Context: an optimization exercise on an open-source flow, tuned for small area. The choices shown serve that exercise and are no tape-out recipe.
The RTL was checked by simulation tests, not by an equivalence proof against the original design.
The clock input has no modelled driver; a real chip could not lean on it and would need a root buffer or a full tree.
No activity file was given, so power comes from the tool's default toggle rates.

Setup of job 1998:
// core_top
module core_top (
    input  logic        clock,
    input  logic        reset_ALUop_2_3,
    output logic [15:0] pc_addr,
    input  logic [15:0] inst,
    output logic [15:0] mem_addr,
    output logic [15:0] mem_write_data,
    output logic        mem_write,
    input  logic [15:0] mem_read_data
);
Size in the first run: about 420 cells after synthesis, about 170 flip-flops, ~83 I/O pins, about 5100 um^2 of cells after synthesis.
==> flow/config.mk <==
export PLATFORM = sky130hd
export DESIGN_NAME = core_top
export DESIGN_NICKNAME = core_top
export VERILOG_FILES = /design/flow/design.v
export SDC_FILE = /design/flow/constraint.sdc
export NUM_CORES = 4
export LEC_CHECK = 0
export ABC_AREA = 1
export CAP_MARGIN = 20
export CORE_MARGIN = 2
export CORE_UTILIZATION = 40
export SLEW_MARGIN = 20
==> flow/constraint.sdc <==
create_clock -name core_clock -period 10.0 [get_ports {clock}]
set_input_delay 2.0000 -clock core_clock [delete_from_list [all_inputs] [get_ports {clock}]]
set_output_delay 2.0000 -clock core_clock [all_outputs]
set_load 0.01 [all_outputs]
standard.sh (not shown) runs the stock make flow with config.mk's settings and CLKGATE_MAP_FILE= SYNTH_SCRIPT=/design/flow/synth_recipe.tcl, a recipe that flattens the netlist after the stock synthesis.
==> flow/flow/run.sh <==
#!/bin/bash
# Standard layout with four changes:
# - synthesis maps the logic with an area-oriented ABC script (the registers
#   are mapped as in the standard synthesis);
# - port buffers are made from the smallest buffer;
# - every cell is downsized to its smallest drive strength after floorplan
#   (the repair steps that follow restore what timing needs);
# - a two-level clock tree (one root buffer, a few leaf buffers) is built
#   by flow/clock_tree.tcl in place of the CTS command.
# Tool output goes to standard.log.
set -o pipefail
HERE=$(pwd)
cat flow/synth_prefix.tcl synth_recipe.tcl > my_synth.tcl
export FLOW_ABC_SCRIPT="$HERE/flow/abc_area_min.script"
export BUFFER_PORTS_ARGS="-buffer_cell sky130_fd_sc_hd__buf_1"
export POST_FLOORPLAN_TCL="$HERE/flow/downsize.tcl"
export PRE_CTS_TCL="$HERE/flow/clock_tree.tcl"
export CLK_GROUPS=9
export CLK_BUF=sky130_fd_sc_hd__clkbuf_8
export CLK_ROOT=sky130_fd_sc_hd__clkbuf_16
bash standard.sh SYNTH_SCRIPT="$HERE/my_synth.tcl" finish > standard.log 2>&1
==> flow/flow/abc_area_min.script <==
strash
dch -f
amap
topo
==> flow/flow/clock_tree.tcl <==
# Clock tree built by hand before the CTS step (sourced as PRE_CTS_TCL):
# the registers are split into CLK_GROUPS groups of neighbours, each driven
# by one leaf clock buffer (CLK_BUF) placed at the group's centre; one root
# buffer (CLK_ROOT) at the centre of the leaves drives them, and the clock
# port drives only the root. The CTS command itself is then replaced by a no-op, and
# the rest of the CTS step (legalisation, timing repair) runs as usual.
set ngroups [expr {[info exists ::env(CLK_GROUPS)] ? $::env(CLK_GROUPS) : 4}]
set bufname [expr {[info exists ::env(CLK_BUF)] ? $::env(CLK_BUF) : "sky130_fd_sc_hd__clkbuf_8"}]
set rootname [expr {[info exists ::env(CLK_ROOT)] ? $::env(CLK_ROOT) : "sky130_fd_sc_hd__clkbuf_16"}]

set db [ord::get_db]
set blk [ord::get_db_block]
set master [$db findMaster $bufname]
set clk_net [$blk findNet clock]

set sinks {}
foreach it [$clk_net getITerms] {
  set bb [[$it getInst] getBBox]
  lappend sinks [list $it [expr {([$bb xMin] + [$bb xMax]) / 2}] [expr {([$bb yMin] + [$bb yMax]) / 2}]]
}
puts "clock_tree: [llength $sinks] sinks, $ngroups groups of $bufname"

# split a list of sinks into n groups of neighbours, alternating the axis
proc split_sinks {sinks n axis} {
  if {$n <= 1} { return [list $sinks] }
  set idx [expr {$axis == 0 ? 1 : 2}]
  set sorted [lsort -integer -index $idx $sinks]
  set n1 [expr {$n / 2}]
  set k [expr {int(round([llength $sorted] * double($n1) / $n))}]
  set a [lrange $sorted 0 [expr {$k - 1}]]
  set b [lrange $sorted $k end]
  return [concat [split_sinks $a $n1 [expr {1 - $axis}]] [split_sinks $b [expr {$n - $n1}] [expr {1 - $axis}]]]
}

set die [$blk getDieArea]
set axis [expr {([$die xMax] - [$die xMin]) >= ([$die yMax] - [$die yMin]) ? 0 : 1}]
set root [odb::dbInst_create $blk [$db findMaster $rootname] "clkbuf_root"]
set root_net [odb::dbNet_create $blk "clk_root"]
$root_net setSigType CLOCK
[$root findITerm A] connect $clk_net
[$root findITerm X] connect $root_net
set lx 0; set ly 0
set gi 0
foreach grp [split_sinks $sinks $ngroups $axis] {
  set sx 0; set sy 0
  foreach s $grp { incr sx [lindex $s 1]; incr sy [lindex $s 2] }
  set cx [expr {$sx / [llength $grp]}]
  set cy [expr {$sy / [llength $grp]}]
  set inst [odb::dbInst_create $blk $master "clkbuf_grp_$gi"]
  set net [odb::dbNet_create $blk "clk_grp_$gi"]
  $net setSigType CLOCK
  foreach s $grp {
    set it [lindex $s 0]
    $it disconnect
    $it connect $net
  }
  [$inst findITerm A] connect $root_net
  [$inst findITerm X] connect $net
  $inst setLocation $cx $cy
  $inst setPlacementStatus PLACED
  puts "clock_tree: group $gi: [llength $grp] sinks, buffer at $cx $cy"
  incr lx $cx; incr ly $cy
  incr gi
}
$root setLocation [expr {$lx / $gi}] [expr {$ly / $gi}]
$root setPlacementStatus PLACED

rename clock_tree_synthesis orig_clock_tree_synthesis
proc clock_tree_synthesis {args} {
  puts "clock_tree: CTS command skipped, tree built by clock_tree.tcl"
  set_propagated_clock [all_clocks]
}
==> flow/flow/synth_prefix.tcl <==
# Prepended to the standard flow's synthesis script: the ABC technology mapping uses
# flow/abc_area_min.script (area-oriented mapping with amap) in place of
# ORFS's ABC script. Only the combinational mapping changes; registers
# are mapped by dfflibmap before ABC runs, exactly as in the standard flow.
proc abc {args} {
  set i [lsearch -exact $args -script]
  if {$i >= 0} { lset args [expr {$i + 1}] $::env(FLOW_ABC_SCRIPT) }
  yosys abc {*}$args
}
Other scripts of this flow, unchanged in this note and not shown: flow/flow/downsize.tcl
The final layout from job 1998, which completed every stage, passed the timing, design-rule and antenna checks at the end of the flow.
## Diff of input files: job 7968 against job 1998
# job 1998
export LEC_CHECK = 0
export ABC_AREA = 1
export CAP_MARGIN = 20
export CORE_MARGIN = 2
export CORE_UTILIZATION = 40
export SLEW_MARGIN = 20
create_clock -name core_clock -period 10.0 [get_ports {clock}]
# job 7968
export LEC_CHECK = 0
export ABC_AREA = 1
export CAP_MARGIN = 20
export CORE_MARGIN = 2
export CORE_UTILIZATION = 65
export PLACE_DENSITY = 0.75
export SLEW_MARGIN = 20
create_clock -name core_clock -period 10.0 [get_ports {clock}]
diff --git a/flow/flow/run.sh b/flow/flow/run.sh
--- a/flow/flow/run.sh
+++ b/flow/flow/run.sh
@@ -3 +3,2 @@
-# - synthesis maps the logic with an area-oriented ABC script (the registers
+# - synthesis maps the logic (adders included, no separate adder mapping)
+#   with an area-oriented ABC script (the registers
@@ -18 +19 @@
-export CLK_GROUPS=9
+export CLK_GROUPS=8
@@ -20,2 +21,2 @@
-export CLK_ROOT=sky130_fd_sc_hd__clkbuf_16
-bash standard.sh SYNTH_SCRIPT="$HERE/my_synth.tcl" finish > standard.log 2>&1
+export CLK_ROOT=sky130_fd_sc_hd__clkbuf_8
+bash standard.sh SYNTH_SCRIPT="$HERE/my_synth.tcl" ADDER_MAP_FILE= finish > standard.log 2>&1
==> summary.txt <==
Diff job 7968 and job 1998: final area higher in job 1998. Comparing worst-case reg-to-reg path depth for job 7968 and job 1998, the bigger number came from job 7968. Sequential share of cell area (higher): job 7968. Job 7968 against job 1998: area share of fa/ha/maj cells after synthesis decreased 3.3 points, minimum setup slack among reg-to-reg paths climbed 0.33 ns.
Input changes introduced in job 6723 (baseline for comparison: job 7968):
# job 7968
export LEC_CHECK = 0
export ABC_AREA = 1
export CAP_MARGIN = 20
export CORE_MARGIN = 2
export CORE_UTILIZATION = 65
export PLACE_DENSITY = 0.75
export SLEW_MARGIN = 20
create_clock -name core_clock -period 10.0 [get_ports {clock}]
# job 6723
export LEC_CHECK = 0
export ABC_AREA = 1
export CAP_MARGIN = 20
export CORE_MARGIN = 2
export CORE_UTILIZATION = 40
export SLEW_MARGIN = 20
create_clock -name core_clock -period 10.0 [get_ports {clock}]
diff --git a/flow/flow/run.sh b/flow/flow/run.sh
--- a/flow/flow/run.sh
+++ b/flow/flow/run.sh
@@ -19 +19 @@
-export CLK_GROUPS=8
+export CLK_GROUPS=9
@@ -21 +21 @@
-export CLK_ROOT=sky130_fd_sc_hd__clkbuf_8
+export CLK_ROOT=sky130_fd_sc_hd__clkbuf_16
[summary]
Clock group share of total power (lower): job 7968
STATUS die area: job 6723 loses against job 7968
The portion of the clock cycle consumed by the worst path in the final layout number comes out lower for job 6723 vs job 7968.
NOTE site row count job 7968->job 6723 increased by more than a quarter
Job 6723 vs. job 7968: power went up by 2.2%.
There was hardly any difference in power per standard cell area between job 6723 and job 7968.
Modified inputs, job 9625 compared to job 6723
==> flow/flow/run.sh <==
#!/bin/bash
# Standard layout with three changes: port buffers made from the smallest
# buffer; every cell downsized to its smallest drive strength after
# floorplan (the repair steps that follow restore what timing needs); and
# a two-level clock tree (one root buffer, a few leaf buffers) built by
# flow/clock_tree.tcl
# in place of the CTS command. Tool output goes to standard.log.
set -o pipefail
HERE=$(pwd)
export BUFFER_PORTS_ARGS="-buffer_cell sky130_fd_sc_hd__buf_1"
export POST_FLOORPLAN_TCL="$HERE/flow/downsize.tcl"
export PRE_CTS_TCL="$HERE/flow/clock_tree.tcl"
export CLK_GROUPS=9
export CLK_BUF=sky130_fd_sc_hd__clkbuf_8
export CLK_ROOT=sky130_fd_sc_hd__clkbuf_16
bash standard.sh > standard.log 2>&1
removed: flow/flow/abc_area_min.script
removed: flow/flow/synth_prefix.tcl
==> summary.txt <==
- Combinational power share, job 6723 and job 9625: smaller value in job 6723
- Between job 6723 and job 9625, the difference in proportion of power drawn by the clock network is negligible.
- Between job 6723 and job 9625, the net switching component of the power is lower for job 6723.
- Of job 6723 and job 9625, the higher setup slack belongs to job 9625.
In every run of this note, the design's own scripts or RTL, not TritonCTS, make the clock network.

what the ideal ports hide:
The results above use ideal ports. As a check the final layouts listed here were re-extracted and re-timed, cells and wires unchanged. Step 1, drivers: a clkbuf_16 drives clock and a buf_2 each remaining input, both assumed. Step 2, shift: input delay + t, output delay - t, t = (earliest + latest rising clock arrival at the registers) / 2. This alone moves slack from input paths to output paths. Slacks: ideal / step 1 / step 2; pairs: ideal / step 1.
run | t (ns) | setup slack, ns | worst setup path after step 2 | latest minus earliest clock arrival (ns) | slew at the worst register clock pin (ns)
job 1998 | 0.388 | 4.672 / 4.671 / 4.671 | register to register | 0.012 / 0.012 | 0.11 / 0.11
job 7968 | 0.422 | 4.998 / 4.998 / 4.921 | input to register | 0.018 / 0.018 | 0.12 / 0.12
job 6723 | 0.381 | 5.135 / 5.135 / 4.924 | input to register | 0.010 / 0.010 | 0.11 / 0.11
job 9625 | 0.383 | 5.297 / 5.309 / 4.926 | input to register | 0.020 / 0.020 | 0.12 / 0.12
After both steps every run listed still meets setup and hold. The setup slack of job 9625, which loses most, moves by +0.012 ns with the drivers and by -0.371 ns with both steps.
